This is an optimization exercise on Yosys and OpenROAD, whose aim is small area, a short achievable clock period and few clock cycles, not a production implementation. Function was checked by simulation only, so behaviour that the tests miss may differ from the original. Power is estimated from default activity; no workload was simulated.

--- flow/config.mk ---
export PLATFORM = sky130hd
export DESIGN_NAME = riscv_alu
export DESIGN_NICKNAME = riscv_alu
export VERILOG_FILES = /design/flow/design.v
export SDC_FILE = /design/flow/constraint.sdc
export NUM_CORES = 4
export LEC_CHECK = 0
export ABC_AREA = 1
export CAP_MARGIN = 20
export CORE_MARGIN = 2
export CORE_UTILIZATION = 40
export PLACE_DENSITY = 0.7
export SETUP_SLACK_MARGIN = 2
export SLEW_MARGIN = 20
--- flow/constraint.sdc ---
create_clock -name core_clock -period 12.0 [get_ports {clk_i}]
set_input_delay 2.4000 -clock core_clock [delete_from_list [all_inputs] [get_ports {clk_i}]]
set_output_delay 2.4000 -clock core_clock [all_outputs]
set_load 0.01 [all_outputs]
--- flow/design.v ---
`default_nettype none
package riscv_alu_pkg;
	localparam int XLEN = 32;
	function automatic logic [4:0] high_index(input logic [XLEN-1:0] x);
		logic [XLEN-1:0] w;
		w = x;
		for (int k = 4; k >= 0; k--) begin
			high_index[k] = ((w >> (1 << k)) != '0);
			if (high_index[k]) begin
				w = w >> (1 << k);
			end
			w = w & ((XLEN'(1) << (1 << k)) - XLEN'(1));
		end
	endfunction
	function automatic logic [5:0] bit_len(input logic [XLEN-1:0] x);
		bit_len = '0;
		for (int i = 0; i < XLEN; i++) begin
			if (x[i]) bit_len = 6'(i + 1);
		end
	endfunction
	function automatic logic [5:0] first_one(input logic [XLEN-1:0] x);
		first_one = 6'd32;
		for (int i = XLEN - 1; i >= 0; i--) begin
			if (x[i]) first_one = 6'(i);
		end
	endfunction
endpackage
`default_nettype wire
`timescale 1ns/10ps
`default_nettype none
module riscv_alu_arith (
	input  logic [6:0]  op_i,
	input  logic [31:0] a_i,
	input  logic [31:0] b_i,
	input  logic [31:0] x_i,
	input  logic [31:0] y_i,
	input  logic        inv_i,
	input  logic        cin_i,
	output logic [31:0] sum_o,
	output logic        cout_o,
	output logic [31:0] p_o,           
	output logic [31:0] g_o,           
	output logic        cmp_o,
	output logic        take_a_o       
);
	logic [31:0] yi;
	logic [31:0] p;
	logic [31:0] g;
	logic [31:0] gc;                   
	logic        ltu;
	logic        lt;
	logic        eq;
	assign yi = y_i ^ {32{inv_i}};
	assign p  = x_i ^ yi;
	assign g  = x_i & yi;
	always_comb begin
		logic [31:0] gt;
		logic [31:0] pt;
		logic [31:0] gn;
		logic [31:0] pn;
		gt = g;
		pt = p;
		gt[0] = g[0] | (p[0] & cin_i);
		for (int d = 1; d < 32; d = d * 2) begin
			gn = gt;
			pn = pt;
			for (int i = 0; i < 32; i++) begin
				if ((i / d) % 2 == 1) begin
					gn[i] = gt[i] | (pt[i] & gt[(i / d) * d - 1]);
					pn[i] = pt[i] & pt[(i / d) * d - 1];
				end
			end
			gt = gn;
			pt = pn;
		end
		gc = gt;
	end
	assign sum_o  = p ^ {gc[30:0], cin_i};
	assign cout_o = gc[31];
	assign p_o    = p;
	assign g_o    = g;
	assign ltu = ~gc[31];
	assign lt  = op_i[0] ? ltu : (ltu ^ a_i[31] ^ b_i[31]);
	assign eq  = &p;
	always_comb begin
		case (op_i[3:1])
			3'b000, 3'b001: cmp_o = lt;
			3'b010, 3'b011: cmp_o = lt | eq;
			3'b100:         cmp_o = ~(lt | eq);
			3'b101:         cmp_o = ~lt;
			default:        cmp_o = eq ^ op_i[0];
		endcase
	end
	assign take_a_o = lt ^ op_i[1];
endmodule
`default_nettype wire
`timescale 1ns/10ps
`default_nettype none
module riscv_alu_shifter (
	input  logic [6:0]  op_i,
	input  logic [31:0] a_i,
	input  logic [4:0]  amt_i,
	output logic [31:0] result_o
);
	logic        shift_left;
	logic        shift_arith;
	logic        rotate;
	logic [4:0]  r;
	logic [31:0] rot;
	logic [31:0] keep;
	logic        fill;
	assign shift_left  = ~op_i[4] & op_i[1] & op_i[0];
	assign shift_arith = ~op_i[4] & ~op_i[1] & ~op_i[0];
	assign rotate      = op_i[4] | (op_i[1] & ~op_i[0]);
	always_comb begin
		for (int i = 0; i < 5; i++) begin
			r[i] = amt_i[i] ^ (shift_left & ((amt_i & 5'((1 << i) - 1)) != 5'd0));
		end
	end
	always_comb begin
		rot = a_i;
		for (int k = 0; k < 5; k++) begin
			if (r[k]) begin
				rot = (rot >> (1 << k)) | (rot << (32 - (1 << k)));
			end
		end
	end
	always_comb begin
		for (int i = 0; i < 32; i++) begin
			keep[i] = rotate | (shift_left ? (5'(i) >= amt_i) : (5'(31 - i) >= amt_i));
		end
	end
	assign fill     = shift_arith & a_i[31];
	assign result_o = (rot & keep) | ({32{fill}} & ~keep);
endmodule
`default_nettype wire
`timescale 1ns/10ps
`default_nettype none
module riscv_alu_bit_count (
	input  logic [6:0]  op_i,
	input  logic [31:0] a_i,
	output logic [5:0]  count_o,
	output logic [5:0]  a_len_o
);
	logic [5:0]  popcnt;
	logic        inv;
	logic [31:0] x;
	logic        fl1;
	logic [4:0]  hi;
	logic [5:0]  ff1;
	logic        a_zero;
	logic pc_1, pc_2, pc_3, pc_4, pc_5, pc_6, pc_7, pc_8, pc_9, pc_10, pc_11, pc_12, pc_13, pc_14, pc_15, pc_16, pc_17, pc_18, pc_19, pc_20, pc_21, pc_22, pc_23, pc_24, pc_25, pc_26, pc_27, pc_28, pc_29, pc_30, pc_31, pc_32, pc_33, pc_34, pc_35, pc_36, pc_37, pc_38, pc_39, pc_40, pc_41, pc_42, pc_43, pc_44, pc_45, pc_46, pc_47, pc_48, pc_49, pc_50, pc_51, pc_52, pc_53, pc_54, pc_55, pc_56, pc_57, pc_58;
	assign pc_1 = a_i[0] ^ a_i[1] ^ a_i[2];
	assign pc_2 = (a_i[0] & a_i[1]) | (a_i[0] & a_i[2]) | (a_i[1] & a_i[2]);
	assign pc_3 = a_i[3] ^ a_i[4] ^ a_i[5];
	assign pc_4 = (a_i[3] & a_i[4]) | (a_i[3] & a_i[5]) | (a_i[4] & a_i[5]);
	assign pc_5 = a_i[6] ^ a_i[7] ^ a_i[8];
	assign pc_6 = (a_i[6] & a_i[7]) | (a_i[6] & a_i[8]) | (a_i[7] & a_i[8]);
	assign pc_7 = a_i[9] ^ a_i[10] ^ a_i[11];
	assign pc_8 = (a_i[9] & a_i[10]) | (a_i[9] & a_i[11]) | (a_i[10] & a_i[11]);
	assign pc_9 = a_i[12] ^ a_i[13] ^ a_i[14];
	assign pc_10 = (a_i[12] & a_i[13]) | (a_i[12] & a_i[14]) | (a_i[13] & a_i[14]);
	assign pc_11 = a_i[15] ^ a_i[16] ^ a_i[17];
	assign pc_12 = (a_i[15] & a_i[16]) | (a_i[15] & a_i[17]) | (a_i[16] & a_i[17]);
	assign pc_13 = a_i[18] ^ a_i[19] ^ a_i[20];
	assign pc_14 = (a_i[18] & a_i[19]) | (a_i[18] & a_i[20]) | (a_i[19] & a_i[20]);
	assign pc_15 = a_i[21] ^ a_i[22] ^ a_i[23];
	assign pc_16 = (a_i[21] & a_i[22]) | (a_i[21] & a_i[23]) | (a_i[22] & a_i[23]);
	assign pc_17 = a_i[24] ^ a_i[25] ^ a_i[26];
	assign pc_18 = (a_i[24] & a_i[25]) | (a_i[24] & a_i[26]) | (a_i[25] & a_i[26]);
	assign pc_19 = a_i[27] ^ a_i[28] ^ a_i[29];
	assign pc_20 = (a_i[27] & a_i[28]) | (a_i[27] & a_i[29]) | (a_i[28] & a_i[29]);
	assign pc_21 = a_i[30] ^ a_i[31];
	assign pc_22 = a_i[30] & a_i[31];
	assign pc_23 = pc_1 ^ pc_3 ^ pc_5;
	assign pc_24 = (pc_1 & pc_3) | (pc_1 & pc_5) | (pc_3 & pc_5);
	assign pc_25 = pc_7 ^ pc_9 ^ pc_11;
	assign pc_26 = (pc_7 & pc_9) | (pc_7 & pc_11) | (pc_9 & pc_11);
	assign pc_27 = pc_13 ^ pc_15 ^ pc_17;
	assign pc_28 = (pc_13 & pc_15) | (pc_13 & pc_17) | (pc_15 & pc_17);
	assign pc_29 = pc_19 ^ pc_21;
	assign pc_30 = pc_19 & pc_21;
	assign pc_31 = pc_2 ^ pc_4 ^ pc_6;
	assign pc_32 = (pc_2 & pc_4) | (pc_2 & pc_6) | (pc_4 & pc_6);
	assign pc_33 = pc_8 ^ pc_10 ^ pc_12;
	assign pc_34 = (pc_8 & pc_10) | (pc_8 & pc_12) | (pc_10 & pc_12);
	assign pc_35 = pc_14 ^ pc_16 ^ pc_18;
	assign pc_36 = (pc_14 & pc_16) | (pc_14 & pc_18) | (pc_16 & pc_18);
	assign pc_37 = pc_20 ^ pc_22;
	assign pc_38 = pc_20 & pc_22;
	assign pc_39 = pc_23 ^ pc_25 ^ pc_27;
	assign pc_40 = (pc_23 & pc_25) | (pc_23 & pc_27) | (pc_25 & pc_27);
	assign pc_41 = pc_24 ^ pc_26 ^ pc_28;
	assign pc_42 = (pc_24 & pc_26) | (pc_24 & pc_28) | (pc_26 & pc_28);
	assign pc_43 = pc_30 ^ pc_31 ^ pc_33;
	assign pc_44 = (pc_30 & pc_31) | (pc_30 & pc_33) | (pc_31 & pc_33);
	assign pc_45 = pc_35 ^ pc_37;
	assign pc_46 = pc_35 & pc_37;
	assign pc_47 = pc_32 ^ pc_34 ^ pc_36;
	assign pc_48 = (pc_32 & pc_34) | (pc_32 & pc_36) | (pc_34 & pc_36);
	assign pc_49 = pc_40 ^ pc_41 ^ pc_43;
	assign pc_50 = (pc_40 & pc_41) | (pc_40 & pc_43) | (pc_41 & pc_43);
	assign pc_51 = pc_42 ^ pc_44 ^ pc_46;
	assign pc_52 = (pc_42 & pc_44) | (pc_42 & pc_46) | (pc_44 & pc_46);
	assign pc_53 = pc_47 ^ pc_38;
	assign pc_54 = pc_47 & pc_38;
	assign pc_55 = pc_50 ^ pc_51 ^ pc_53;
	assign pc_56 = (pc_50 & pc_51) | (pc_50 & pc_53) | (pc_51 & pc_53);
	assign pc_57 = pc_52 ^ pc_54 ^ pc_48;
	assign pc_58 = (pc_52 & pc_54) | (pc_52 & pc_48) | (pc_54 & pc_48);
	assign popcnt = {1'b0 , pc_58 , pc_56 , pc_55 , pc_49 , pc_39} + {1'b0 , 1'b0 , pc_57 , 1'b0 , pc_45 , pc_29};
	assign inv    = a_i[31] & op_i[0] & ~(op_i[2] & op_i[1]);
	assign x      = a_i ^ {32{inv}};
	assign fl1    = op_i[2] & op_i[1] & op_i[0];
	assign hi     = riscv_alu_pkg::high_index(fl1 ? a_i : {x[30:0], 1'b1});
	assign ff1    = riscv_alu_pkg::first_one(a_i);
	assign a_zero = ~|a_i;
	assign a_len_o = x[31] ? 6'd32 : ({1'b0, hi} + 6'(inv));
	always_comb begin
		case (op_i[1:0])
			2'b00:   count_o = popcnt;
			2'b01:   count_o = a_zero ? 6'd0 : {1'b0, ~hi};
			2'b10:   count_o = ff1;
			default: count_o = a_zero ? 6'd32 : {1'b0, hi};
		endcase
	end
endmodule
`default_nettype wire
`timescale 1ns/10ps
`default_nettype none
module riscv_alu_div (
	input  logic        clk_i,
	input  logic        rst_n_i,
	input  logic        req_i,         
	input  logic        ex_ready_i,
	input  logic [6:0]  op_i,
	input  logic [31:0] a_i,
	input  logic [31:0] b_i,
	input  logic [5:0]  a_len_i,       
	input  logic [31:0] rot_i,         
	input  logic [31:0] sum_i,         
	input  logic        cout_i,
	output logic [4:0]  rot_amt_o,
	output logic        align_o,
	output logic [31:0] dvd_o,
	output logic        busy_o,
	output logic        done_o,
	output logic [31:0] p_o,           
	output logic [31:0] mag_o,         
	output logic        neg_b_o,       
	output logic        neg_res_o,
	output logic        b_zero_o,
	output logic        ready_o
);
	logic        sgn;
	logic        neg_a;
	logic        neg_b;
	logic        b_zero;
	logic [5:0]  b_len;
	logic        fast;
	logic [5:0]  span;
	logic [31:0] top_mask;
	logic        start;
	logic        last;
	logic        align_q;
	logic        busy_q;
	logic        done_q;
	logic        sel_rem_q;
	logic        neg_b_q;
	logic        neg_res_q;
	logic [4:0]  cnt_q;
	logic [31:0] rem_q;
	logic [31:0] dvd_q;
	logic [31:0] p;
	logic        q;
	logic        neg_res;
	assign sgn    = op_i[0];
	assign neg_a  = sgn & a_i[31];
	assign neg_b  = sgn & b_i[31];
	assign b_zero = ~|b_i;
	assign b_len  = riscv_alu_pkg::bit_len(b_i ^ {32{neg_b}});
	assign fast = b_zero | (a_len_i < b_len);
	assign span = a_len_i - b_len + 6'd1;
	assign rot_amt_o = cnt_q;
	always_comb begin
		for (int i = 0; i < 32; i++) begin
			top_mask[i] = (cnt_q == 5'd0) || ((6'(i) + {1'b0, cnt_q}) >= 6'd32);
		end
	end
	assign start = req_i & ~fast & ~align_q & ~busy_q & ~done_q;
	assign last  = busy_q & (cnt_q == 5'd1);
	always_ff @(posedge clk_i or negedge rst_n_i) begin
		if (!rst_n_i) begin
			align_q <= 1'b0;
			busy_q  <= 1'b0;
			done_q  <= 1'b0;
		end else begin
			align_q <= start;
			if (align_q) begin
				busy_q <= 1'b1;
			end else if (last) begin
				busy_q <= 1'b0;
			end
			if (last) begin
				done_q <= 1'b1;
			end else if (ex_ready_i) begin
				done_q <= 1'b0;
			end
		end
	end
	assign p = {rem_q[30:0], dvd_q[31]};
	assign q = rem_q[31] | cout_i;
	always_ff @(posedge clk_i) begin
		if (busy_q) begin
			rem_q <= q ? sum_i : p;
			dvd_q <= {dvd_q[30:0], q};
			cnt_q <= cnt_q - 5'd1;
		end else if (align_q) begin
			rem_q <= rot_i & ~top_mask;
			dvd_q <= rot_i & top_mask;
		end else if (!done_q) begin
			dvd_q     <= sum_i;
			cnt_q     <= (span[5] ? 5'd0 : span[4:0]);
			sel_rem_q <= op_i[1];
			neg_b_q   <= neg_b;
			neg_res_q <= neg_res;
		end
	end
	assign p_o     = p;
	assign mag_o   = sel_rem_q ? rem_q : dvd_q;
	assign neg_res = sgn & a_i[31] & (op_i[1] | ~b_i[31]) | neg_b & ~op_i[1] & ~a_i[31];
	assign b_zero_o = b_zero;
	assign ready_o   = done_q | (~busy_q & ~align_q & ~(req_i & ~fast));
	assign align_o   = align_q;
	assign dvd_o     = dvd_q;
	assign busy_o    = busy_q;
	assign done_o    = done_q;
	assign neg_b_o   = neg_b_q;
	assign neg_res_o = neg_res_q;
endmodule
`default_nettype wire
`timescale 1ns/10ps
`default_nettype none
module riscv_alu (
	input  logic                           clk_i,
	input  logic                           rst_n_i,
	input  logic                           enable_i,
	input  logic [6:0]                     operator_i,
	input  logic [31:0]                    operand_a_i,
	input  logic [31:0]                    operand_b_i,
	input  logic                           ex_ready_i,
	output logic [31:0]                    result_o,
	output logic                           comparison_result_o,
	output logic                           ready_o
);
	logic [6:0]  op;
	logic [31:0] a;
	logic [31:0] b;
	logic        g_cmp;
	logic        g_minmax;
	logic        g_and;
	logic        g_addsub;
	logic        g_shift;
	logic        g_or;
	logic        g_xor;
	logic        g_div;
	logic        g_count;
	logic        sub;
	logic        neg_a;
	logic [31:0] add_x;
	logic [31:0] add_y;
	logic        add_inv;
	logic        add_cin;
	logic [31:0] sum;
	logic        cout;
	logic [31:0] prop;
	logic [31:0] gen;
	logic        cmp;
	logic        take_a;
	logic        div_b_zero;
	logic        sel_a;
	logic        sel_b;
	logic        sel_sum;
	logic        sel_ones;
	logic [31:0] shift_in;
	logic [4:0]  shift_amt;
	logic [31:0] shift_result;
	logic [5:0]  count;
	logic [5:0]  a_len;
	logic [4:0]  rot_amt;
	logic        div_align;
	logic [31:0] div_dvd;
	logic        div_busy;
	logic        div_done;
	logic [31:0] div_p;
	logic [31:0] div_mag;
	logic        div_neg_b;
	logic        div_neg_res;
	logic        div_ready;
	assign op = operator_i;
	assign a  = operand_a_i;
	assign b  = operand_b_i;
	assign g_cmp    = ~op[5] & ~op[4];
	assign g_minmax = ~op[5] &  op[4] & ~op[3] & ~op[2];
	assign g_and    = ~op[5] &  op[4] & ~op[3] &  op[2];
	assign g_addsub = ~op[5] &  op[4] &  op[3];
	assign g_shift  =  op[5] & ~op[4] & ~op[3];
	assign g_or     =  op[5] & ~op[4] &  op[3] & ~op[0];
	assign g_xor    =  op[5] & ~op[4] &  op[3] &  op[0];
	assign g_div    =  op[5] &  op[4] & ~op[2];
	assign g_count  =  op[5] &  op[4] &  op[2];
	assign sub   = ~op[5] & (~op[4] | (~op[3] & ~op[2]) | (op[3] & op[0]));
	assign neg_a = op[0] & a[31];
	assign add_x = div_busy ? div_p : ((div_done | g_div) ? 32'b0 : a);
	assign add_y = div_done ? div_mag : ((g_div & ~div_busy) ? a : b);
	always_comb begin
		if (!g_div) begin
			add_inv = sub;
			add_cin = sub;
		end else if (div_busy) begin
			add_inv = ~div_neg_b;
			add_cin = ~div_neg_b;
		end else if (div_done) begin
			add_inv = div_neg_res;
			add_cin = div_neg_res;
		end else begin
			add_inv = neg_a;
			add_cin = neg_a;
		end
	end
	riscv_alu_arith arith_i (
		.op_i(op), .a_i(a), .b_i(b), .x_i(add_x), .y_i(add_y), .inv_i(add_inv),
		.cin_i(add_cin), .sum_o(sum), .cout_o(cout), .p_o(prop), .g_o(gen), .cmp_o(cmp),
		.take_a_o(take_a)
	);
	assign shift_in  = div_align ? div_dvd : a;
	assign shift_amt = div_align ? rot_amt : b[4:0];
	riscv_alu_shifter shifter_i (
		.op_i(op), .a_i(shift_in), .amt_i(shift_amt), .result_o(shift_result)
	);
	riscv_alu_bit_count bit_count_i (
		.op_i(op), .a_i(a), .count_o(count), .a_len_o(a_len)
	);
	riscv_alu_div div_i (
		.clk_i(clk_i), .rst_n_i(rst_n_i), .req_i(enable_i & g_div), .ex_ready_i(ex_ready_i),
		.op_i(op), .a_i(a), .b_i(b), .a_len_i(a_len), .rot_i(shift_result),
		.sum_i(sum), .cout_i(cout), .rot_amt_o(rot_amt), .align_o(div_align), .dvd_o(div_dvd), .busy_o(div_busy),
		.done_o(div_done), .p_o(div_p), .mag_o(div_mag), .neg_b_o(div_neg_b), .neg_res_o(div_neg_res),
		.b_zero_o(div_b_zero), .ready_o(div_ready)
	);
	assign sel_a    = (g_minmax & take_a) | (g_div & ~div_done & op[1]);
	assign sel_b    = g_minmax & ~take_a;
	assign sel_sum  = g_addsub | (g_div & div_done);
	assign sel_ones = g_div & ~div_done & ~op[1] & div_b_zero;
	assign result_o =
		({32{g_cmp}}    & {31'b0, cmp}) |
		({32{sel_a}}    & a) |
		({32{sel_b}}    & b) |
		({32{g_and | g_or}} & gen) |
		({32{g_or | g_xor}} & prop) |
		({32{sel_sum}}  & sum) |
		({32{g_shift}}  & shift_result) |
		{32{sel_ones}} |
		({32{g_count}}  & {26'b0, count});
	assign comparison_result_o = cmp;
	assign ready_o = div_ready;
endmodule
`default_nettype wire
--- flow/run.sh ---
#!/bin/bash
# synth_recipe.tcl (not shown) runs the flow's synth.tcl, then flattens the netlist and writes it again
# the make line also repeats each setting of config.mk as NAME=value (left out here)
make -C /OpenROAD-flow-scripts/flow DESIGN_CONFIG=/design/flow/config.mk WORK_HOME=/design/flow/orfs CLKGATE_MAP_FILE= SYNTH_SCRIPT=/design/flow/synth_recipe.tcl finish
==> flow_metrics.tcl, run 1 <==
set metrics [dict create \
    status "timing/DRC/antenna clean" \
    fillers 3884 \
    yosysUniqueCellTypes 63 \
    fin_worst_skew_ns 0.008600 \
    synth_edf_count 72 \
    synth.most_common_cell "nand2_1" \
    synth.area.top_cells "nand2_1, edfxtp_1, o21ai_0" \
    synthesis.nets 2641 \
    drtIter0Drc 3220 \
    dpl_cell_area_sq_mm 0.01650 \
    finalCriticalPeriod_ns 10.02 \
    maxCapViolations 0 \
    synth_xor_area_share_pct 5.030 \
    io_buffers 107 \
    yosys.area.top_type "nand2_1" \
    avgRoutedWirePerCell_um 25.31 \
    yosys-top-cells-count "nand2_1, o21ai_0, inv_1" \
    critPathArrivalTime_ns 7.62 \
    cp-end-kind "output port" \
    ir_drop_uv 341.3 \
    htree_levels 3 \
    cpPeakStageDelay_ns 0.61 \
    seqCellArea_sq_mm 0.002238 \
    hold_start "div_i.dvd_q[17]$_DFFE_PP_" \
    hold_end "div_i.dvd_q[18]$_DFFE_PP_" \
    numCtsBuffers 9 \
    synthAdderAreaFrac_pct 10.28 \
    clk_pin_slew_ns 0.06 \
    via_count 18850 \
    crit_fanout 5 \
    drc_errors 0 \
    slew_viol_final 0 \
    grt_usage_pct 38.65 \
    start_util_pct 40.74 \
    clockBufferDepth 2 \
    cp-start-kind "input pin" \
    grt_pass1_wl_um 112000 \
    clk_latency_ns 0.36 \
    detail_route.vias_per_cell 6.259 \
    required_ns 9.60 \
    synth_top_family_by_area "compound AO/OA/AOI/OAI gates" \
    fin_nets 2717 \
    hold_viol 0 \
    drive_gt1_share_pct 9.002 \
    ys.flop_type "edfxtp_1" \
    postSynthAreaPerCell_sq_um 6.070 \
    syn2layout_area_growth_pct 17.50 \
    grt_overflow_total 0 \
    multi_input_area_sq_mm 0.01137 \
    dp_slack_ns 0.7229 \
    ff2ff_setup_slack_ns 5.95 \
    grt_setup_unrepaired "true" \
    reg2reg_depth 27 \
    die_y_um 197.3 \
    rows 70 \
    async_reset_ff_share_pct 4.000 \
    synth_top_area_share_pct 16.97 \
    synth_warnings 5 \
    antenna_cells 0 \
    synth_area_sq_mm 0.01495 \
    hpwl_um 59400 \
    core_sq_mm 0.03670 \
    synth-compound-area-share_pct 30.36 \
    crit_type "input pin to output port" \
    wl_um 76250 \
    fmax_mhz 99.79 \
    tightestPinTransition_ns 1.123 \
    total_power_mw 4.108 \
    setup_ws_ns 1.979 \
    stdcell_area_sq_mm 0.01757 \
    ios 109 \
    antenna_found_initial 1 \
    cts.sinks 75 \
    setup_viol 0 \
    yosys_register_bits 75 \
    grt_pass1_vias 17470 \
    antenna_left 0 \
    dr.pass1.iters 6 \
    tns_ns 0 \
    cpMaxStageDelayCell "clkdlybuf4s50_1" \
    min_path_type "register to register" \
    synth.area.mux_share_pct 0.4017 \
    die-area_sq_mm 0.03894 \
    die_w_um 197.3 \
    power.density_mw_per_mm2 233.9 \
    yosys.area_share.simple_pct 27.56 \
    leakage_nw 8.108 \
    grt_max_degree 86 \
    whs_path_depth 2 \
    rr_startpoint "div_i.done_q$_DFFE_PN0P_" \
    cts_tree "done" \
    slew_headroom_pct 24.31 \
    place.gp.congestion 1.051 \
    clock-root-buffer "clkbuf_16" \
    r2r_end "div_i.rem_q[0]$_DFFE_PP_" \
    fin_crit_sh_pct 83.51 \
    syn_inst 2463 \
    seq_area_frac_synth_pct 14.96 \
]
-- how the worst max path moves through the flow --
stage | startpoint | to | slack (ns)
2_1_floorplan | operator_i[4] | result_o[11] | 2.91
3_3_place_gp | operator_i[0] | ready_o | 0.72
3_5_place_dp | operator_i[0] | ready_o | 0.72
4_1_cts | operand_a_i[27] | ready_o | 1.74
5_1_grt | operand_a_i[26] | ready_o | 1.79
6_report | operator_i[4] | result_o[14] | 1.98
-- cells by family after synthesis --
logic type               Yosys count
AND/OR/NAND/NOR                  995
AO/OA/AOI/OAI                    768
buffers and inverters            431
adder cells (fa/ha/maj)          103
XOR/XNOR                          85
flip-flops                        75
multiplexers                       6
-- routing by layer --
metal	wire length, um	global-route usage (%)
met1	31600	54.28
met2	31880	57.94
met3	9075	7.854
met4	3672	14.90
met5	16	0
-- sequential cells by signal, summed over array words and instances, names as in the netlist --
register and cells:
div_i.cnt_q 5, div_i.neg_b_q 1, div_i.sel_rem_q 1, div_i.done_q 1, div_i.neg_res_q 1, div_i.align_q 1
div_i.rem_q 32, div_i.busy_q 1, div_i.dvd_q 32
-- critical path: cells and delay by family --
| family | cells | cell delay [ns] |
|---|---|---|
| buffers and inverters | 9 | 1.82 |
| AND/OR/NAND/NOR | 10 | 1.54 |
| AO/OA/AOI/OAI | 8 | 1.32 |
| adder cells (fa/ha/maj) | 1 | 0.32 |
| XOR/XNOR | 1 | 0.22 |
-- power by group --
part | total (mW) | switching, mW | internal (mW)
Clock | 0.330 | 0.126 | 0.203
Sequential | 0.644 | 0.102 | 0.542
Combinational | 3.13 | 2.10 | 1.04
Total | 4.11 | 2.33 | 1.78
-- cell type report --
type | count | area share, %
clock buffers | 9 | 1.282
inverters | 301 | 6.652
multi-input cells | 1958 | 64.74
clock inverters | 7 | 0.6553
well taps | 468 | 3.333
repair buffers | 193 | 10.57
repair inverters | 1 | 0.02849
flip-flops and latches | 75 | 12.74
-- layout by cell type (no fill, tap or decap), types with 10 or more instances in the layout --
cell / instances
fa_1: 32
nand4_1: 12
a221oi_1: 16
o22ai_1: 18
a31oi_1: 10
nor2_1: 128
o21ai_0: 348
inv_1: 273
clkdlybuf4s50_1: 67
a21oi_1: 141
nand3_1: 102
inv_2: 14
xor2_1: 71
o211ai_1: 34
o21ai_1: 28
o31ai_1: 41
o21ai_2: 12
o221ai_1: 31
ha_1: 70
clkbuf_16: 10
buf_4: 73
edfxtp_1: 72
dlymetal6s2s_1: 20
nor3_1: 16
a22oi_1: 19
dlygate4sd2_1: 11
nand2_1: 672
xnor2_1: 12
-- metrics by stage --
| step | instances | hold slack, ns | util, % |
|---|---|---|---|
| 5_1_grt | 3012 | 0.6237 | 47.87 |
| 4_1_cts | 2997 | 0.6073 | 47.05 |
| 3_3_place_gp | 2960 | 0.5735 | 44.96 |
| 3_5_place_dp | 2960 | 0.5912 | 44.96 |
| 2_1_floorplan | 2463 | 0.5449 | - |
| 6_report | 3012 | 0.6133 | 47.87 |
-- repair_timing --
| action | CTS | global route |
|---|---|---|
| cloned | 2 | 2 |
| setup buffers | 19 | 12 |
| endpoints found under the setup margin | 34 | 34 |
| gates resized for setup | 86 | 71 |
| pin swaps | 9 | 6 |
| hold buffers | 0 | 0 |
Testbench counts, summed over its fixed seeds: cycles 33,415.
==> run 2, diff against run 1 <==
--- a/flow/config.mk
+++ b/flow/config.mk
@@ -9,6 +9,5 @@
 export CAP_MARGIN = 20
 export CORE_MARGIN = 2
 export CORE_UTILIZATION = 40
-export PLACE_DENSITY = 0.7
 export SETUP_SLACK_MARGIN = 2
 export SLEW_MARGIN = 20
==> run 2 against run 1 <==
  * Still clean
  * Worst hold slack got worse by 0.020 ns
  * Routed wire length grew 3.4%
  * Fmax up 1.4%
  * Die area unchanged
  * Via count decreased by 0.94%
  * Flip-flop and latch count unchanged
  * Synthesized area unchanged
  * Final cell count is 0.20% higher
  * Total power rose by 0.27%
  * Critical path depth decreased by 5
  * Register-to-register slack worse by 0.68 ns
  * Non-clock buffer count grew 3
  * Largest cell class unchanged
  * Largest power group unchanged
==> flow_metrics.tcl, run 2 <==
set metrics [dict create \
    status "timing/DRC/antenna clean" \
    yosys-top-cells-count "nand2_1, o21ai_0, inv_1" \
    die_y_um 197.3 \
    numCtsBuffers 9 \
    postSynthAreaPerCell_sq_um 6.070 \
    setup_ws_ns 2.122 \
    dp_cells 2968 \
    seq_area_frac_synth_pct 14.96 \
    cts.sinks 75 \
    synth.area.top_cells "nand2_1, edfxtp_1, o21ai_0" \
    rows 70 \
    htree_levels 3 \
    place.gp.congestion 1.000 \
    drc_errors 0 \
    ir_drop_uv 225.3 \
    finalCriticalPeriod_ns 9.878 \
    ios 109 \
    fin_worst_skew_ns 0.01131 \
    crit_type "input pin to output port" \
    fin_nets 2722 \
    synth.most_common_cell "nand2_1" \
    drtIter0Drc 2194 \
    detail_route.vias_per_cell 6.188 \
    whs_ns 0.5930 \
    maxCapViolations 0 \
    synth_area_sq_mm 0.01495 \
    cp-start-kind "input pin" \
    layout_common_cells "nand2_1, o21ai_0, inv_1" \
    via_count 18680 \
    synth_edf_count 72 \
    avgRoutedWirePerCell_um 26.12 \
    io_buffers 107 \
    start_util_pct 40.74 \
    die_w_um 197.3 \
    syn2layout_area_growth_pct 17.60 \
    leakage_nw 7.996 \
    synth_warnings 5 \
    power.density_mw_per_mm2 234.3 \
    synthesis.nets 2641 \
    hpwl_um 62380 \
    crit_fanout 8 \
    yosys.area.top_type "nand2_1" \
    fin_crit_sh_pct 82.32 \
    grt_pass1_wl_um 114000 \
    reg_top3 "div_i.dvd_q (32), div_i.rem_q (32), div_i.cnt_q (5)" \
    async_reset_ff_share_pct 4.000 \
    yosysUniqueCellTypes 63 \
    grt_max_degree 74 \
    ys.flop_type "edfxtp_1" \
    grt_usage_pct 39.86 \
    clockBufferDepth 2 \
    wl_um 78820 \
    layout_commonest_cell "nand2_1" \
    hold_viol 0 \
    stdcell_area_sq_mm 0.01758 \
    grt_setup_unrepaired "false" \
    clk_latency_ns 0.37 \
    cp-end-kind "output port" \
    required_ns 9.60 \
    tightestPinTransition_ns 1.195 \
    synth_top_area_share_pct 16.97 \
    tns_ns 0 \
    final_cells 3018 \
    grt_pass1_vias 17310 \
    slew_viol_final 0 \
    dr.pass1.iters 7 \
    yosys_register_bits 75 \
    clk_pin_slew_ns 0.07 \
    syn_inst 2463 \
    grt_overflow_total 0 \
    dp_slack_ns 0.4716 \
    die-area_sq_mm 0.03894 \
    drive_gt1_share_pct 9.965 \
    fmax_mhz 101.2 \
    slew_headroom_pct 19.49 \
    critPathArrivalTime_ns 7.48 \
    core_sq_mm 0.03670 \
    dpl_cell_area_sq_mm 0.01657 \
    antenna_left 0 \
    antenna_found_initial 2 \
    clock-root-buffer "clkbuf_16" \
    cts_tree "done" \
    setup_viol 0 \
    min_path_type "register to register" \
]
run 2: cell counts after synthesis:
No cell type changed its count.
run 2: where the power goes:
part           switching [mW]  leakage, nW  internal, mW
clock network           0.125        0.140         0.160
logic                    2.12         7.08          1.06
registers               0.115        0.780         0.541
total                    2.36         8.00          1.76
run 2: worst paths after layout:
| path | from | end | slack, ns | cells after the start |
|---|---|---|---|---|
| max | operand_a_i[2] | result_o[5] | 2.12 | 24 |
| min in group asynchronous | rst_n_i | div_i.done_q$_DFFE_PN0P_ | 2.22 | 1 |
| min reg2reg | div_i.dvd_q[8]$_DFFE_PP_ | div_i.dvd_q[9]$_DFFE_PP_ | 0.59 | 2 |
| max in group asynchronous | rst_n_i | div_i.busy_q$_DFFE_PN0P_ | 9.63 | 1 |
| min | div_i.dvd_q[8]$_DFFE_PP_ | div_i.dvd_q[9]$_DFFE_PP_ | 0.59 | 2 |
| max reg2reg | div_i.done_q$_DFFE_PN0P_ | div_i.rem_q[26]$_DFFE_PP_ | 5.27 | 26 |
run 2: what timing repair did:
item,in CTS,in global routing
cloned,3,1
setup buffers,24,5
resized for setup,124,61
pin swaps,10,9
hold buffers,0,0
endpoints found under the setup margin,34,33
run 2: kinds of logic after synthesis:
group           count (synthesis)  share of synthesized area [%]
compound gates                768                          30.36
xor+xnor                       85                          5.030
fa+ha+maj                     103                          10.28
buf+inv                       431                          11.41
flops                          75                          14.96
mux                             6                         0.4017
simple gates                  995                          27.56
run 2: cell type report:
cell class                 instances  area [sq um]
multi-input combinational       1959         11470
antenna                            1         2.502
clock buffer                      10         229.0
sequential                        75          2238
clock inverter                     6         56.30
timing repair buffer             196          1809
timing repair inverter             2         15.01
fill                            3918         19120
tap                              468         585.6
inverter                         301          1179
run 2: metal layers:
layer / vias to the layer above / track usage [%] / routed length [um]
met2: 1120 / 59.57 / 32850
met5: - / 0 / 13
li1: 8562 / - / -
met3: 177 / 10.74 / 9170
met4: 2 / 14.65 / 3357
met1: 8814 / 54.78 / 33430
run 2: through the flow:
| step | power, mW | util (%) |
|---|---|---|
| finish | 4.120 | 47.91 |
| floorplan | 2.526 | - |
| detailed placement | 3.604 | 45.15 |
| CTS | 3.945 | 47.31 |
| global route | 4.386 | 47.90 |
| global placement | 3.564 | 45.08 |
run 2: worst max-delay path, stage by stage:
cell,delay [ns]
clkdlybuf4s50_1,0.83
inv_1,0.28
o21ai_0,0.21
o21ai_0,0.11
xnor2_1,0.27
ha_1,0.33
nand3_1,0.12
nand2_2,0.10
a21oi_2,0.17
o21ai_2,0.13
a21oi_4,0.22
o21ai_4,0.11
nand3_1,0.13
nand2_4,0.12
or2_1,0.24
nand2_1,0.09
nand2_1,0.06
nand2_2,0.11
nand2_1,0.10
nand2_4,0.16
clkinvlp_4,0.14
buf_12,0.15
o21ai_0,0.26
clkdlybuf4s50_1,0.60
==> run 3, diff against run 2 <==
==> flow/flow/run.sh (new file) <==
#!/bin/bash
# The standard layout, with the port buffers that buffer_ports inserts
# chosen as buf_2 instead of its default pick (a slow delay buffer).
set -e
echo 'export BUFFER_PORTS_ARGS = -buffer_cell sky130_fd_sc_hd__buf_2' >> config.mk
bash standard.sh > standard.log 2>&1
==> flow/standard.sh (new file) <==
#!/bin/bash
# synth_recipe.tcl (not shown) runs the flow's synth.tcl, then flattens the netlist and writes it again
# the make line also repeats each setting of config.mk as NAME=value (left out here)
make -C /OpenROAD-flow-scripts/flow DESIGN_CONFIG=/design/flow/config.mk WORK_HOME=/design/flow/orfs CLKGATE_MAP_FILE= SYNTH_SCRIPT=/design/flow/synth_recipe.tcl "${@:-finish}"
--- a/flow/config.mk
+++ b/flow/config.mk
@@ -11,3 +11,4 @@
 export CORE_UTILIZATION = 40
 export SETUP_SLACK_MARGIN = 2
 export SLEW_MARGIN = 20
+export BUFFER_PORTS_ARGS = -buffer_cell sky130_fd_sc_hd__buf_2
removed: flow/run.sh
==> run 3 against run 2 <==
  * Synthesized area unchanged
  * Final area down 5.3%
  * Critical path depth rose by 8
  * Global-route usage fell by 2.7 points
  * Sequential power fell by 1%
  * Worst hold slack better by 0.013 ns
  * Flip-flop and latch count is the same
  * Clock-buffer cell count shrank 1
  * Largest cell class unchanged
  * Combinational power shrank 3%
  * Largest power group unchanged
  * Clock power increased by 7%
  * Sequential share of layout area grew 0.71 points
  * First-iteration DRC count grew 14%
==> flow_metrics.tcl, run 3 <==
set metrics [dict create \
    status "timing/DRC/antenna clean" \
    met1_length_um 30610 \
    clock-root-buffer "clkbuf_16" \
    slew_viol_final 0 \
    synth_edf_count 72 \
    fin_nets 2695 \
    critPathArrivalTime_ns 7.38 \
    die-area_sq_mm 0.03894 \
    synth_top_area_share_pct 16.97 \
    seq_area_frac_synth_pct 14.96 \
    grt_max_degree 75 \
    fmax_mhz 102.2 \
    reg2reg_depth 27 \
    required_ns 9.60 \
    place.gp.congestion 1.071 \
    dr.pass1.iters 8 \
    yosys-top-cells-count "nand2_1, o21ai_0, inv_1" \
    yosysUniqueCellTypes 63 \
    synth.area.top_cells "nand2_1, edfxtp_1, o21ai_0" \
    die_w_um 197.3 \
    cp_common_cell "nand2_1" \
    cp-end-kind "output port" \
    numCtsBuffers 9 \
    synth.most_common_cell "nand2_1" \
    ir_drop_uv 246.4 \
    rows 70 \
    hold_buffers 0 \
    top_layer "met5" \
    fillers 3942 \
    tns_ns 0 \
    cpPeakStageDelay_ns 0.37 \
    grt_pass1_vias 16900 \
    crit_fanout 9 \
    power.density_mw_per_mm2 243.7 \
    min_path_type "register to register" \
    ios 109 \
    yosys_register_bits 75 \
    leakage_nw 7.714 \
    layout_common_cells "nand2_1, o21ai_0, inv_1" \
    maxCapViolations 0 \
    antenna_left 0 \
    ys.flop_type "edfxtp_1" \
    grt_usage_pct 37.16 \
    detail_route.vias_per_cell 6.207 \
    start_util_pct 40.74 \
    setup_viol 0 \
    wl_met2_um 31100 \
    antenna_found_initial 2 \
    seqCellArea_sq_mm 0.002238 \
    syn2layout_area_growth_pct 11.35 \
    route.met3.wl_um 8541 \
    whs_path_depth 2 \
    grt_pass1_wl_um 107300 \
    drtIter0Drc 2503 \
    clk_pin_slew_ns 0.06 \
    postSynthAreaPerCell_sq_um 6.070 \
    clk_latency_ns 0.36 \
    multi_input_area_sq_mm 0.01123 \
    fin_worst_skew_ns 0.01413 \
    path_depth 32 \
    hold_viol 0 \
    wl_um 74140 \
    tightestPinTransition_ns 1.190 \
    via_count 18560 \
    htree_levels 3 \
    cts_tree "done" \
    path_buf_inv 6 \
    clockBufferDepth 2 \
    cpMaxStageDelayCell "fa_1" \
    core_sq_mm 0.03670 \
    finalCriticalPeriod_ns 9.785 \
    yosys.area.top_type "nand2_1" \
    reg_top3 "div_i.dvd_q (32), div_i.rem_q (32), div_i.cnt_q (5)" \
    grt_overflow_total 0 \
    io_buffers 107 \
    cts.sinks 75 \
    synth_area_sq_mm 0.01495 \
    hpwl_um 59130 \
    fin_crit_sh_pct 81.54 \
    layout_commonest_cell "nand2_1" \
    total_power_mw 4.057 \
    cp-start-kind "input pin" \
    drive_gt1_share_pct 10.98 \
    drc_errors 0 \
    grt_setup_unrepaired "true" \
    slew_headroom_pct 19.83 \
    async_reset_ff_share_pct 4.000 \
    avgRoutedWirePerCell_um 24.79 \
    synth_warnings 5 \
    syn_inst 2463 \
    synthesis.nets 2641 \
    crit_type "input pin to output port" \
    die_y_um 197.3 \
    cp_top_family "simple AND/OR/NAND/NOR gates" \
]
-- run 3: cell types whose count changed in the layout (fill, tap and decap cells not counted), sizes merged, moves of 5 or more --
cell           previous run  this run
buf                      93       169
clkdlybuf4s50            67         0
clkinvlp                  9         2
dlygate4sd2              22         0
dlymetal6s2s             12         0
inv                     290       295
-- run 3: per-stage QoR --
step	util [%]	hold WS, ns	instances	instance area (sq um)	worst slack, ns
floorplan	-	0.5449	2463	14950	2.914
global placement	43.11	0.5658	2944	15820	1.561
detailed placement	43.11	0.5779	2944	15820	1.503
CTS	44.15	0.6071	2964	16200	1.876
global route	45.36	0.6505	2990	16640	1.920
finish	45.36	0.6059	2991	16650	2.215
-- run 3: logic make-up after synthesis --
family | share of synthesized area [%]
flops | 14.96
fa+ha+maj | 10.28
xor+xnor | 5.030
mux | 0.4017
simple gates | 27.56
compound gates | 30.36
buf+inv | 11.41
-- run 3: worst min-delay path, cell delays in order (launching register included) --
cell and delay, ns:
edfxtp_1 0.37, nand2_1 0.06, o221ai_1 0.06
-- run 3: timing repair --
item	CTS	global route
pin swaps	2	10
endpoints found under the setup margin	29	33
cloned	0	2
gates resized for setup	11	48
endpoints found under the hold margin	0	0
buffers inserted	4	23
-- run 3: final cells by class --
type                            count  area share (%)
Timing Repair inverter              1         0.05261
Timing Repair Buffer              171           6.569
Tap cell                          468           3.517
Clock inverter                      7          0.5412
Antenna cell                        1         0.01503
Inverter                          301           7.020
Multi-Input combinational cell   1958           67.49
Clock buffer                        9           1.353
Sequential cell                    75           13.45
-- run 3: final timing paths --
check | start | to | slack [ns]
worst max register to register | div_i.done_q$_DFFE_PN0P_ | div_i.rem_q[26]$_DFFE_PP_ | 6.24
worst min-delay path | div_i.dvd_q[26]$_DFFE_PP_ | div_i.dvd_q[27]$_DFFE_PP_ | 0.61
min in group asynchronous | rst_n_i | div_i.align_q$_DFF_PN0_ | 1.83
worst max-delay path | operator_i[0] | ready_o | 2.22
worst min register to register | div_i.dvd_q[26]$_DFFE_PP_ | div_i.dvd_q[27]$_DFFE_PP_ | 0.61
max in group asynchronous | rst_n_i | div_i.busy_q$_DFFE_PN0P_ | 10.05
-- run 3: layer usage --
layer | vias to the layer above | track usage, %
met5 | - | 0
met4 | 2 | 15.65
met3 | 218 | 9.664
met2 | 1128 | 56.17
met1 | 8708 | 50.02
li1 | 8508 | -
-- run 3: power by group --
part	switching, mW	internal [mW]	total, mW
combinational	2.14	0.965	3.10
clock	0.123	0.182	0.304
sequential	0.108	0.541	0.648
total	2.37	1.69	4.06
==> run 4, diff against run 3 <==
--- a/flow/config.mk
+++ b/flow/config.mk
@@ -9,6 +9,6 @@
 export CAP_MARGIN = 20
 export CORE_MARGIN = 2
 export CORE_UTILIZATION = 40
-export SETUP_SLACK_MARGIN = 2
+export SETUP_SLACK_MARGIN = 3
 export SLEW_MARGIN = 20
 export BUFFER_PORTS_ARGS = -buffer_cell sky130_fd_sc_hd__buf_2
==> run 4 against run 3 <==
  * Clock power shrank 16%
  * Routed wire length is 8.4% higher
  * Die area did not move
  * Final area up 11%
  * Core utilization rose by 5.2 points
  * Sequential share of layout area down 1.4 points
  * First-iteration DRC count up 8.0%
  * Synthesized area unchanged
  * Critical path type unchanged
  * Still clean on timing, DRC and antenna
  * Total power grew 8.6%
  * Largest power group unchanged
  * Sequential power about the same
  * Via count up 5.0%
==> flow_metrics.tcl, run 4 <==
set metrics [dict create \
    grt_pass1_vias 17930 \
    hold_end "div_i.dvd_q[18]$_DFFE_PP_" \
    maxCapViolations 0 \
    clk_pin_slew_ns 0.06 \
    yosys.area.top_type "nand2_1" \
    layout_common_cells "nand2_1, o21ai_0, inv_1" \
    cp-start-kind "input pin" \
    clk_latency_ns 0.36 \
    syn_inst 2463 \
    fin_worst_skew_ns 0.01080 \
    wl_um 80350 \
    crit_type "input pin to output port" \
    start_util_pct 40.74 \
    core_sq_mm 0.03670 \
    die_y_um 197.3 \
    whs_path_depth 2 \
    io_buffers 107 \
    yosysUniqueCellTypes 63 \
    reg2reg_depth 26 \
    hpwl_um 60710 \
    cpPeakStageDelay_ns 0.40 \
    synth_edf_count 72 \
    numCtsBuffers 9 \
    r2r_end "div_i.rem_q[10]$_DFFE_PP_" \
    fmax_mhz 108.4 \
    rows 70 \
    setup_viol 0 \
    drive_gt1_share_pct 20.24 \
    seq_area_frac_synth_pct 14.96 \
    fillers 3839 \
    synth_area_sq_mm 0.01495 \
    postSynthAreaPerCell_sq_um 6.070 \
    hold_viol 0 \
    die-area_sq_mm 0.03894 \
    antenna_found_initial 1 \
    fin_crit_sh_pct 76.91 \
    path_buf_inv 9 \
    finalCriticalPeriod_ns 9.229 \
    ir_drop_uv 230.2 \
    slew_headroom_pct 12.33 \
    setup_ws_ns 2.771 \
    synth_warnings 5 \
    leakage_nw 8.434 \
    tightestPinTransition_ns 1.301 \
    via_count 19490 \
    place.gp.congestion 1.013 \
    fin_nets 2803 \
    slew_viol_final 0 \
    drc_errors 0 \
    grt_usage_pct 40.33 \
    reg_top3 "div_i.dvd_q (32), div_i.rem_q (32), div_i.cnt_q (5)" \
    dr.pass1.iters 8 \
    avgRoutedWirePerCell_um 25.94 \
    clock-root-buffer "clkbuf_16" \
    grt_overflow_total 0 \
    synth.most_common_cell "nand2_1" \
    clockBufferDepth 2 \
    yosys-top-cells-count "nand2_1, o21ai_0, inv_1" \
    cp_top_family "simple AND/OR/NAND/NOR gates" \
    grt_setup_unrepaired "true" \
    die_w_um 197.3 \
    status "timing/DRC/antenna clean" \
    async_reset_ff_share_pct 4.000 \
    grt_pass1_wl_um 115600 \
    synth_top_area_share_pct 16.97 \
    rr_startpoint "div_i.sel_rem_q$_DFFE_PP_" \
    cp-end-kind "output port" \
    layout_commonest_cell "nand2_1" \
    hold_start "div_i.dvd_q[17]$_DFFE_PP_" \
    synthesis.nets 2641 \
    cts_tree "done" \
    drtIter0Drc 2702 \
    min_path_type "register to register" \
    antenna_cells 0 \
    required_ns 9.60 \
    dp_slack_ns 1.218 \
    syn2layout_area_growth_pct 24.13 \
    cts.sinks 75 \
    grt_max_degree 66 \
    critPathArrivalTime_ns 6.83 \
    cpMaxStageDelayCell "fa_2" \
    ios 109 \
    yosys_register_bits 75 \
    synth.area.top_cells "nand2_1, edfxtp_1, o21ai_0" \
    crit_fanout 6 \
    power.density_mw_per_mm2 237.4 \
    htree_levels 3 \
    detail_route.vias_per_cell 6.293 \
    ff2ff_setup_slack_ns 6.83 \
    antenna_left 0 \
    ys.flop_type "edfxtp_1" \
    tns_ns 0 \
]
==> run 4: changes by cell type in the layout (fill, tap and decap cells not counted), sizes merged <==
cell	change
diode	-1
clkinvlp	+8
bufinv	-2
inv	-5
buf	+105
clkbuf	+1
==> run 4: cell type report <==
class | instances | area, sq um | area share [%]
multi-input combinational | 1958 | 12100 | 65.19
sequential | 75 | 2238 | 12.06
clock buffer | 11 | 232.7 | 1.254
clock inverter | 4 | 18.77 | 0.1011
inverter | 301 | 1219 | 6.567
timing repair buffer | 275 | 2117 | 11.41
timing repair inverter | 5 | 48.80 | 0.2629
tap | 468 | 585.6 | 3.155
==> run 4: routing by layer <==
| metal | GRT usage, % | vias to the layer above | part of all wire, % |
|---|---|---|---|
| li1 | - | 8731 | - |
| met1 | 54.86 | 9111 | 39 |
| met2 | 59.44 | 1365 | 41 |
| met3 | 10.91 | 280 | 13 |
| met4 | 18.02 | 2 | 6.0 |
| met5 | 0 | - | 0.016 |
==> run 4: power breakdown <==
part / switching (mW) / leakage (nW) / internal [mW] / total [mW]
combinational: 2.31 / 7.53 / 1.19 / 3.50
sequential: 0.110 / 0.780 / 0.541 / 0.651
clock: 0.117 / 0.127 / 0.137 / 0.254
==> run 4: cells by family (layout without fill, tap and decap cells) <==
logic type      after synthesis  after routing  synth area share (%)
xor+xnor                     85             85                 5.030
flops                        75             75                 14.96
mux                           6              6                0.4017
compound gates              768            768                 30.36
buf+inv                     431            596                 11.41
simple gates                995            996                 27.56
fa+ha+maj                   103            103                 10.28
==> run 4: worst reg2reg max path, stage by stage (launching register included) <==
cell and delay [ns]:
edfxtp_1 0.46, inv_1 0.45, buf_4 0.44, o21ai_0 0.21
nand2_1 0.11, inv_1 0.08, or2_2 0.29, nand2_1 0.07
inv_1 0.05, fa_2 0.36, nand3_2 0.09, nand2_2 0.07
a21oi_2 0.15, o21ai_2 0.09, a21oi_2 0.17, o21ai_1 0.08
buf_4 0.16, nand3_4 0.11, nand2_8 0.08, buf_4 0.15
nor2_2 0.17, inv_1 0.08, nand2_1 0.25, buf_4 0.39
nand2_1 0.09, o21ai_0 0.13, o31ai_1 0.11
==> run 4: how the worst max path moves through the flow <==
stage / cells after the start / slack (ns) / startpoint / end
floorplan: 28 / 3.04 / operator_i[4] / result_o[11]
global placement: 26 / 1.29 / operator_i[4] / result_o[31]
detailed placement: 26 / 1.22 / operator_i[4] / result_o[26]
CTS: 30 / 2.85 / operator_i[4] / result_o[12]
global route: 35 / 2.61 / operator_i[0] / ready_o
finish: 31 / 2.77 / operator_i[4] / result_o[12]
==> run 4: repair_timing <==
action                                  in CTS  in global routing
gates resized for setup                    247                110
setup buffers                               90                 36
pin swaps                                   71                 81
endpoints found under the setup margin      35                 34
gates cloned                                 6                  2
hold buffers                                 0                  0
==> run 4: through the flow <==
stage	hold WS [ns]	std cells	power [mW]	cell area, sq um	utilization, %
floorplan	0.5449	2463	2.526	14960	-
global placement	0.5744	2948	3.535	15860	43.21
detailed placement	0.5731	2948	3.557	15860	43.23
CTS	0.5887	3059	4.074	17830	48.60
global route	0.6099	3097	4.668	18560	50.57
finish	0.5967	3097	4.405	18560	50.57
==> run 5, diff against run 4 <==
--- a/flow/config.mk
+++ b/flow/config.mk
@@ -9,6 +9,6 @@
 export CAP_MARGIN = 20
 export CORE_MARGIN = 2
 export CORE_UTILIZATION = 40
-export SETUP_SLACK_MARGIN = 3
+export SETUP_SLACK_MARGIN = 2.5
 export SLEW_MARGIN = 20
 export BUFFER_PORTS_ARGS = -buffer_cell sky130_fd_sc_hd__buf_2
==> run 5 against run 4 <==
  * Clock skew up 0.0010 ns
  * Total power down 3.2%
  * Largest cell class unchanged
  * Critical path type unchanged
  * Clock power up about 20%
==> flow_metrics.tcl, run 5 <==
set metrics [dict create \
    status "timing/DRC/antenna clean" \
    clock-root-buffer "clkbuf_16" \
    ys.flop_type "edfxtp_1" \
    required_ns 9.60 \
    synth_edf_count 72 \
    final_cells 3037 \
    io_buffers 107 \
    start_util_pct 40.74 \
    ios 109 \
    seq_area_frac_synth_pct 14.96 \
    grt_max_degree 75 \
    yosys.area.top_type "nand2_1" \
    total_power_mw 4.262 \
    setup_viol 0 \
    route.met3.wl_um 9421 \
    grt_setup_unrepaired "true" \
    fillers 3870 \
    detail_route.vias_per_cell 6.217 \
    fin_crit_sh_pct 78.34 \
    tns_ns 0 \
    grt_pass1_wl_um 108100 \
    critPathArrivalTime_ns 7.00 \
    top_layer "met5" \
    slew_headroom_pct 18.62 \
    synthAdderAreaFrac_pct 10.28 \
    fmax_mhz 106.4 \
    synth_area_sq_mm 0.01495 \
    clk_pin_slew_ns 0.06 \
    drtIter0Drc 2734 \
    tightestPinTransition_ns 1.208 \
    fin_nets 2741 \
    synth_warnings 5 \
    rr_startpoint "div_i.done_q$_DFFE_PN0P_" \
    yosys.area_share.simple_pct 27.56 \
    hold_viol 0 \
    hold_start "div_i.dvd_q[26]$_DFFE_PP_" \
    leakage_nw 8.002 \
    async_reset_ff_share_pct 4.000 \
    yosysUniqueCellTypes 63 \
    met1_length_um 30720 \
    cp-startpoint "operand_a_i[9]" \
    drive_gt1_share_pct 14.64 \
    core_sq_mm 0.03670 \
    wl_um 75540 \
    synth.area.mux_share_pct 0.4017 \
    dp_slack_ns 1.503 \
    cts.sinks 75 \
    slew_viol_final 0 \
    place.gp.congestion 1.071 \
    min_path_type "register to register" \
    crit_fanout 6 \
    grt_pass1_vias 16990 \
    dp_cells 2944 \
    synthesis.nets 2641 \
    reg_top3 "div_i.dvd_q (32), div_i.rem_q (32), div_i.cnt_q (5)" \
    synth_top_family_by_area "compound AO/OA/AOI/OAI gates" \
    whs_ns 0.6049 \
    synth-compound-area-share_pct 30.36 \
    htree_levels 3 \
    wl_met2_um 31510 \
    clockBufferDepth 2 \
    postSynthAreaPerCell_sq_um 6.070 \
    synth_top_area_share_pct 16.97 \
    syn2layout_area_growth_pct 16.89 \
    antenna_left 0 \
    die_w_um 197.3 \
    clk_latency_ns 0.36 \
    cp-end-kind "output port" \
    die-area_sq_mm 0.03894 \
    via_count 18880 \
    postLayoutCoreUtil_pct 47.62 \
    synth.most_common_cell "nand2_1" \
    yosys_register_bits 75 \
    setup_ws_ns 2.600 \
    synth_xor_area_share_pct 5.030 \
    maxCapViolations 0 \
    stdcell_area_sq_mm 0.01748 \
    hpwl_um 59130 \
    cp-start-kind "input pin" \
    ir_drop_uv 243.8 \
    cts_tree "done" \
    numCtsBuffers 9 \
    grt_usage_pct 37.44 \
    finalCriticalPeriod_ns 9.400 \
    crit_type "input pin to output port" \
    layout_commonest_cell "nand2_1" \
    die_y_um 197.3 \
    fin_worst_skew_ns 0.01181 \
    antenna_found_initial 2 \
    layout_common_cells "nand2_1, o21ai_0, inv_1" \
    dpl_cell_area_sq_mm 0.01582 \
    syn_inst 2463 \
    yosys-top-cells-count "nand2_1, o21ai_0, inv_1" \
    drc_errors 0 \
    rows 70 \
    grt_overflow_total 0 \
    power.density_mw_per_mm2 243.9 \
    avgRoutedWirePerCell_um 24.87 \
    synth.area.top_cells "nand2_1, edfxtp_1, o21ai_0" \
    dr.pass1.iters 8 \
]
[run 5: cell counts after synthesis]
Identical to the previous run, type by type.
[run 5: final cells by class]
cell class | instances | area (sq um) | area share (%)
multi-input cells | 1960 | 11550 | 66.10
repair buffers | 214 | 1546 | 8.849
well taps | 468 | 585.6 | 3.351
flip-flops and latches | 75 | 2238 | 12.81
inverters | 301 | 1216 | 6.959
clock buffers | 9 | 225.2 | 1.289
repair inverters | 2 | 20.02 | 0.1146
diodes | 1 | 2.502 | 0.01432
clock inverters | 7 | 90.09 | 0.5155
[run 5: cells by family (layout without fill, tap and decap cells)]
kind of cell,after synthesis,in the layout
simple gates,995,998
fa+ha+maj,103,103
buf+inv,431,533
flops,75,75
xor+xnor,85,85
other cells,0,1
mux,6,6
compound gates,768,768
[run 5: worst max-delay path, cell delays in order]
cell and delay [ns]:
buf_2 0.20, inv_1 0.17, fa_1 0.60, fa_1 0.52
fa_1 0.52, inv_1 0.05, fa_1 0.42, fa_1 0.43
ha_1 0.19, inv_1 0.23, nand2_2 0.19, o21ai_0 0.20
o311ai_0 0.18, o21ai_1 0.27, o2111ai_1 0.21, buf_2 0.22
[run 5: metal layers]
metal,vias up,GRT usage [%]
met1,8797,50.81
met2,1258,56.06
met5,-,0
met3,223,9.459
li1,8600,-
met4,2,16.24
[run 5: timing repair]
action	4_1_cts	5_1_grt
hold buffers	0	0
pin swaps	11	47
gates cloned	1	7
gates resized for setup	70	115
buffers inserted	16	51
endpoints found under the setup margin	34	33
[run 5: report_power, final]
part           leakage [nW]  switching [mW]  internal (mW)
combinational          7.07            2.23           1.08
sequential            0.780           0.109          0.541
clock                 0.153           0.124          0.182
total                  8.00            2.46           1.80
[run 5: worst paths after layout]
check,end,slack (ns),depth (start not counted)
setup reg to reg,div_i.rem_q[26]$_DFFE_PP_,6.39,28
max in group asynchronous,div_i.busy_q$_DFFE_PN0P_,10.05,1
setup / recovery,result_o[4],2.60,16
hold reg to reg,div_i.dvd_q[27]$_DFFE_PP_,0.60,2
min in group asynchronous,div_i.align_q$_DFF_PN0_,1.83,1
hold / removal,div_i.dvd_q[27]$_DFFE_PP_,0.60,2
==> run 6, diff against run 5 <==
==> flow/flow/run.sh (replaced) <==
#!/bin/bash
# The standard layout, with the port buffers that buffer_ports inserts
# chosen as buf_2 instead of its default pick (a slow delay buffer), and
# timing repair by sizing and pin swaps only.
set -e
echo 'export BUFFER_PORTS_ARGS = -buffer_cell sky130_fd_sc_hd__buf_2' >> config.mk
echo 'export SETUP_MOVE_SEQUENCE = unbuffer,sizeup,swap' >> config.mk
bash standard.sh > standard.log 2>&1
--- a/flow/config.mk
+++ b/flow/config.mk
@@ -12,3 +12,4 @@
 export SETUP_SLACK_MARGIN = 2.5
 export SLEW_MARGIN = 20
 export BUFFER_PORTS_ARGS = -buffer_cell sky130_fd_sc_hd__buf_2
+export SETUP_MOVE_SEQUENCE = unbuffer,sizeup,swap
==> run 6 against run 5 <==
  * Still clean on timing, DRC and antenna
  * Clock power hardly changed
  * Synthesized cell count did not move
  * Via count down 3.3%
  * Flip-flop and latch count unchanged
  * Synthesized area stayed put
  * Register-to-register slack improved by 0.03 ns
  * Critical path type unchanged
==> flow_metrics.tcl, run 6 <==
set metrics [dict create \
    rr_startpoint "div_i.done_q$_DFFE_PN0P_" \
    final_cells 2961 \
    reg_top3 "div_i.dvd_q (32), div_i.rem_q (32), div_i.cnt_q (5)" \
    path_buf_inv 7 \
    ff2ff_setup_slack_ns 6.42 \
    yosys.area.top_type "nand2_1" \
    tns_ns 0 \
    crit_fanout 26 \
    p_sw_share_pct 58.51 \
    hold_start "div_i.dvd_q[26]$_DFFE_PP_" \
    core_sq_mm 0.03670 \
    synth.area.top_cells "nand2_1, edfxtp_1, o21ai_0" \
    die_w_um 197.3 \
    critPathArrivalTime_ns 7.26 \
    htree_levels 3 \
    place.gp.congestion 1.071 \
    dp_cells 2944 \
    finalCriticalPeriod_ns 9.658 \
    combPwrFrac_pct 76.8 \
    total_power_mw 4.113 \
    synth_area_sq_mm 0.01495 \
    die-area_sq_mm 0.03894 \
    slew_viol_final 0 \
    p_clk_share_pct 7.4 \
    layout_commonest_cell "nand2_1" \
    dp_slack_ns 1.503 \
    antenna_left 0 \
    tightestPinTransition_ns 1.166 \
    clk_latency_ns 0.36 \
    met2_usage_pct 56.31 \
    drc_errors 0 \
    fin_crit_sh_pct 80.48 \
    cp-start-kind "input pin" \
    hold_viol 0 \
    antenna_cells 0 \
    yosys-top-cells-count "nand2_1, o21ai_0, inv_1" \
    slew_headroom_pct 21.46 \
    synth.most_common_cell "nand2_1" \
    leakage_nw 7.635 \
    fin_nets 2666 \
    via_count 18270 \
    cpPeakStageDelay_ns 0.43 \
    ir_drop_uv 243.6 \
    yosys_register_bits 75 \
    grt_setup_unrepaired "true" \
    postSynthAreaPerCell_sq_um 6.070 \
    top_usage_layer "met2" \
    seq_area_frac_synth_pct 14.96 \
    maxCapViolations 0 \
    ys.flop_type "edfxtp_1" \
    cpMaxStageDelayCell "nor3_4" \
    internal-power_mw 1.706 \
    clock-root-buffer "clkbuf_16" \
    grt_pass1_vias 16970 \
    fmax_mhz 103.5 \
    wl_um 73420 \
    status "timing/DRC/antenna clean" \
    setup_viol 0 \
    drtIter0Drc 2396 \
    dr.pass1.iters 6 \
    synth_top_area_share_pct 16.97 \
    setup_ws_ns 2.342 \
    start_util_pct 40.74 \
    detail_route.vias_per_cell 6.169 \
    synth_edf_count 72 \
    grt_overflow_total 0 \
    clk_pin_slew_ns 0.06 \
    cts_tree "done" \
    drive_gt1_share_pct 12.07 \
    clockBufferDepth 2 \
    io_buffers 107 \
    required_ns 9.60 \
    p_switching_mw 2.407 \
    grt_util_met1_pct 50.29 \
    hpwl_um 59130 \
    cts_setup_buffers 0 \
    cp_top_family "simple AND/OR/NAND/NOR gates" \
    cts.sinks 75 \
    async_reset_ff_share_pct 4.000 \
    crit_type "input pin to output port" \
    fin_worst_skew_ns 0.01461 \
    syn2layout_area_growth_pct 12.06 \
    layout_common_cells "nand2_1, o21ai_0, inv_1" \
    cp_common_cell "nand2_2" \
    ios 109 \
    syn_inst 2463 \
    antenna_found_initial 1 \
    grt_usage_pct 37.26 \
    hold_buffers 0 \
    grt_pass1_wl_um 107600 \
    power.density_mw_per_mm2 245.5 \
    synthesis.nets 2641 \
    die_y_um 197.3 \
    grt_max_degree 75 \
    pwr-share-seq_pct 15.8 \
    yosysUniqueCellTypes 63 \
    cp-end-kind "output port" \
    min_path_type "register to register" \
    cp-startpoint "operand_a_i[31]" \
    rows 70 \
    numCtsBuffers 9 \
    synth_warnings 5 \
    grt.met3_usage_pct 9.237 \
    avgRoutedWirePerCell_um 24.80 \
]
[run 6: repair_timing]
| action | in CTS | in global routing |
|---|---|---|
| hold endpoints to repair | 0 | 0 |
| setup endpoints to repair | 34 | 33 |
| pin swaps | 41 | 25 |
| resized for setup | 121 | 47 |
[run 6: power by group through the flow]
stage	logic [mW]	registers [mW]	clock network, mW
floorplan	1.93	0.600	0
global placement	2.90	0.645	0
detailed placement	2.92	0.648	0
CTS	3.00	0.644	0.301
global route	3.41	0.663	0.311
finish	3.16	0.648	0.305
[run 6: routing by layer]
| layer | up-vias | routed length, um |
|---|---|---|
| li1 | 8450 | - |
| met1 | 8578 | 30630 |
| met2 | 1043 | 31190 |
| met3 | 193 | 7995 |
| met4 | 2 | 3600 |
| met5 | - | 13 |
[run 6: cell families after synthesis]
group / Yosys count / synth area share [%]
and+or+nand+nor: 995 / 27.56
AOI/OAI and AO/OA: 768 / 30.36
buffers and inverters: 431 / 11.41
adders and majority gates: 103 / 10.28
xor gates and xnor gates: 85 / 5.030
DFF: 75 / 14.96
muxes: 6 / 0.4017
[run 6: cell type report]
type / instances / area [sq um]
fill: 3925 / 19940
multi-input combinational: 1957 / 11500
sequential: 75 / 2238
inverter: 301 / 1177
timing repair buffer: 144 / 932.1
tap: 468 / 585.6
clock buffer: 9 / 225.2
clock inverter: 7 / 90.09
[run 6: worst paths after layout]
kind	depth (start not counted)	end
min in group asynchronous	1	div_i.align_q$_DFF_PN0_
max	25	result_o[2]
max reg2reg	27	div_i.rem_q[26]$_DFFE_PP_
max in group asynchronous	1	div_i.busy_q$_DFFE_PN0P_
min	2	div_i.dvd_q[27]$_DFFE_PP_
min reg2reg	2	div_i.dvd_q[27]$_DFFE_PP_
[run 6: per-stage QoR]
step	utilization [%]	hold WS (ns)	area (sq um)
6_report	45.65	0.6036	16750
5_1_grt	45.65	0.6505	16750
4_1_cts	45.18	0.6071	16580
3_5_place_dp	43.11	0.5779	15820
3_3_place_gp	43.11	0.5658	15820
2_1_floorplan	-	0.5449	14950
[run 6: worst min-delay path: cells and delay by family, from the launching register on]
family / cells / cell delay (ns)
AO/OA/AOI/OAI: 1 / 0.06
flip-flops: 1 / 0.37
AND/OR/NAND/NOR: 1 / 0.06

[re-timing with driven ports]
Ports are ideal in the flow. The routed layouts listed here were re-timed in OpenROAD. Step 1 (the two cells are an assumption about what drives the block):
set clk [get_ports {clk_i}]
set_driving_cell -lib_cell sky130_fd_sc_hd__clkbuf_16 $clk
set_driving_cell -lib_cell sky130_fd_sc_hd__buf_2 [delete_from_list [all_inputs] $clk]
Step 2, shift: input delay + t, output delay - t, t = (earliest + latest rising clock arrival at the registers) / 2. This alone moves slack from input paths to output paths. Slacks: no drivers / after step 1 / after step 2; pairs: no drivers / after step 1.
run | t, ns | setup slack, ns | hold slack, ns | clock arrival spread, ns | worst slew at a driven data input, ns
run 1 | 0.406 | 1.979 / 1.951 / 1.951 | 0.613 / 0.613 / 0.613 | 0.009 / 0.008 | 0.07
run 2 | 0.405 | 2.122 / 2.091 / 2.091 | 0.593 / 0.593 / 0.593 | 0.011 / 0.012 | 0.06
run 3 | 0.402 | 2.215 / 2.185 / 2.185 | 0.606 / 0.606 / 0.606 | 0.014 / 0.014 | 0.06
run 4 | 0.397 | 2.771 / 2.707 / 2.707 | 0.597 / 0.597 / 0.597 | 0.011 / 0.011 | 0.08
run 5 | 0.404 | 2.600 / 2.577 / 2.577 | 0.605 / 0.605 / 0.605 | 0.012 / 0.012 | 0.08
run 6 | 0.404 | 2.342 / 2.260 / 2.260 | 0.604 / 0.604 / 0.604 | 0.014 / 0.014 | 0.08
After both steps setup and hold are still met in every run listed. For run 6, which loses most, drivers alone change the setup slack by -0.082 ns; drivers and shift together by -0.082 ns.
